Source: an optimization exercise on an open RTL-to-GDS flow (aim: small area). Production flows keep margins and buffers that such runs may drop. In this exercise RTL edits were held to simulation tests only and were not proved equivalent to the original. Power and IR drop assume default switching activity.

## id_decode_pipe
module id_decode_pipe #(
  parameter int XLEN = 32,
  parameter int NREG = 32,
  parameter int AW   = $clog2(NREG)
) (
  input  logic            clk,
  input  logic            rst,
  input  logic            in_valid,
  output logic            in_ready,
  input  logic [XLEN-1:0] in_pc,
  input  logic [31:0]     in_instr,
  input  logic            hz_stall,
  input  logic            flush,
  input  logic            wb_we,
  input  logic [AW-1:0]   wb_rd,
  input  logic [XLEN-1:0] wb_data,
  input  logic            mem_we,
  input  logic [AW-1:0]   mem_rd,
  input  logic [XLEN-1:0] mem_data,
  output logic            out_valid,
  input  logic            out_ready,
  output logic [AW-1:0]   out_rs1,
  output logic [AW-1:0]   out_rs2,
  output logic [AW-1:0]   out_rd,
  output logic [XLEN-1:0] out_rs1_data,
  output logic [XLEN-1:0] out_rs2_data,
  output logic [XLEN-1:0] out_imm,
  output logic [2:0]      out_funct3,
  output logic [6:0]      out_ctrl,
  output logic            br_taken,
  output logic [XLEN-1:0] br_target
);
  localparam logic [6:0] OPC_R      = 7'b0110011;
  localparam logic [6:0] OPC_IMM    = 7'b0010011;
  localparam logic [6:0] OPC_LOAD   = 7'b0000011;
  localparam logic [6:0] OPC_STORE  = 7'b0100011;
  localparam logic [6:0] OPC_LUI    = 7'b0110111;
  localparam logic [6:0] OPC_BRANCH = 7'b1100011;
  ...
Size in the first run: about 3,700 cells after synthesis, about 1,100 flip-flops, roughly 300 I/O pins.
==> flow/config.mk <==
export PLATFORM = sky130hd
export DESIGN_NAME = id_decode_pipe
export DESIGN_NICKNAME = id_decode_pipe
export VERILOG_FILES = /design/flow/design.v
export SDC_FILE = /design/flow/constraint.sdc
export NUM_CORES = 4
export LEC_CHECK = 0
export CAP_MARGIN = 20
export CORE_MARGIN = 2
export CORE_UTILIZATION = 40
export SLEW_MARGIN = 20
export SYNTH_HIERARCHICAL = 1
==> flow/constraint.sdc <==
create_clock -name core_clock -period 11.0 [get_ports {clk}]
set_input_delay 2.2000 -clock core_clock [delete_from_list [all_inputs] [get_ports {clk}]]
set_output_delay 2.2000 -clock core_clock [all_outputs]
set_load 0.01 [all_outputs]
standard.sh (not shown) runs the stock make flow with config.mk's settings and CLKGATE_MAP_FILE= SYNTH_SCRIPT=/design/flow/synth_recipe.tcl, a recipe that flattens the netlist after the stock synthesis.
==> flow/flow/run.sh <==
#!/bin/bash
# The standard layout (standard.sh, standard synthesis) with two changes:
#  - port buffers use the smallest buffer cell (buf_1) instead of the flow's default pick;
#  - the clock tree uses small clock buffers in small clusters and no dummy loads.
# Each make step's full output is in orfs/logs/...; this script's own output is in flow_run.log.
set -euo pipefail
export BUFFER_PORTS_ARGS="-buffer_cell sky130_fd_sc_hd__buf_1"
export CTS_ARGS="-sink_clustering_enable -repair_clock_nets -dont_use_dummy_load -buf_list {sky130_fd_sc_hd__clkbuf_4 sky130_fd_sc_hd__clkbuf_8} -sink_clustering_size 16 -sink_clustering_max_diameter 50"
bash standard.sh > flow_run.log 2>&1
==> next run, changes <==
--- a/flow/design.v
+++ b/flow/design.v
@@ -43,23 +43,21 @@
   localparam logic [2:0] CL_STORE  = 3'd4;
   localparam logic [2:0] CL_LUI    = 3'd5;
   localparam logic [2:0] CL_BRANCH = 3'd6;
   logic [NREG-1:1][XLEN-1:0] rf_q;
   logic [XLEN-1:0] wr_data;
   logic [NREG-1:1] wr_en, wr_en_n;
   logic [NREG-1:1][XLEN-1:0] rf_nx;
-  logic wr_we;
-  assign wr_data = wb_data;
-  assign wr_we   = wb_we && !rst;
+  assign wr_data = wb_data & {XLEN{~rst}};
   always_comb begin
     for (int i = 1; i < NREG; i++) begin
-      wr_en[i]   = wr_we && (wb_rd == AW'(i));
-      wr_en_n[i] = !(wr_en[i] || rst);
-    end
-  end
+      wr_en[i] = rst | (wb_we && (wb_rd == AW'(i)));
+    end
+  end
+  assign wr_en_n = ~wr_en;
   for (genvar i = 1; i < NREG; i++) begin : g_rf
     for (genvar b = 0; b < XLEN; b++) begin : g_b
       idp_hold u_hold (
         .q(rf_q[i][b]), .hn(wr_en_n[i]), .d(wr_data[b]), .h(wr_en[i]), .y(rf_nx[i][b])
       );
     end
   end
@@ -143,18 +141,15 @@
   assign pfx_one[13]  = 1'b1;
   assign pfx_zero[13] = 1'b1;
   for (genvar i = 14; i <= 31; i++) begin : g_tgt_pfx
     assign pfx_one[i]  = pfx_one[i-1] & in_pc[i-1];
     assign pfx_zero[i] = pfx_zero[i-1] & ~in_pc[i-1];
   end
   for (genvar i = 13; i <= 31; i++) begin : g_tgt_hi
-    idp_incdec_bit u_bit (
-      .a(in_pc[i]), .p(pfx_one[i]), .z(pfx_zero[i]), .inc(tgt_inc), .dec(tgt_dec),
-      .y(br_target[i])
-    );
+    assign br_target[i] = in_pc[i] ^ ((tgt_inc & pfx_one[i]) | (tgt_dec & pfx_zero[i]));
   end
   logic [2:0]      class_s;
   logic [31:7]     q_ins;
   logic [2:0]      q_class;
   logic [XLEN-1:0] q_rs1_data, q_rs2_data;
   logic            valid_q;
   always_comb begin
@@ -262,17 +257,7 @@
   input  logic hn,
   input  logic d,
   input  logic h,
   output logic y
 );
   assign y = (q & hn) | (d & h);
 endmodule
-module idp_incdec_bit (
-  input  logic a,
-  input  logic p,
-  input  logic z,
-  input  logic inc,
-  input  logic dec,
-  output logic y
-);
-  assign y = a ^ ((inc & p) | (dec & z));
-endmodule
Outcome: First-iteration DRC count drops by 9.7%. Total power climbs by about 18%. Die area climbs by about 0.6%. Hold slack hardly moves. Worst setup slack stays flat. Wire length drops by 3.1%. Sequential share of layout area climbs by 0.47 points. Core utilization drops by 0.62 points. Clock power is about the same. Maximum frequency stays flat. Cell area drops by 1.1%. Combinational power climbs by 110%. Sequential power climbs by about 14%.

-- port drivers added, routing unchanged --
In the flow no input, the clock included, has a driving cell. The finished layouts below were timed again as built, in two steps. Step 1: set_driving_cell puts a clkbuf_16 on clk and a buf_2 on each other input, an assumption about the parent block. Step 2 also shifts input and output timing later by t, the mid clock arrival at the registers, as if the neighbouring blocks saw the same clock. Three values: no drivers, after step 1, after step 2; two values: the first two.
run | t (ns) | slack for setup (ns) | worst setup path at the end | clock arrival spread, ns | slew at the worst register clock pin (ns)
the first run | 0.863 | 0.188 / 0.167 / 0.167 | input to output | 0.115 / 0.115 | 0.10 / 0.10
the second run | 0.881 | 0.189 / 0.141 / 0.141 | input to output | 0.160 / 0.160 | 0.10 / 0.10
After both steps every run listed still meets setup and hold. The setup slack of the second run, which loses most, moves by -0.048 ns with the drivers and by -0.048 ns with both steps.
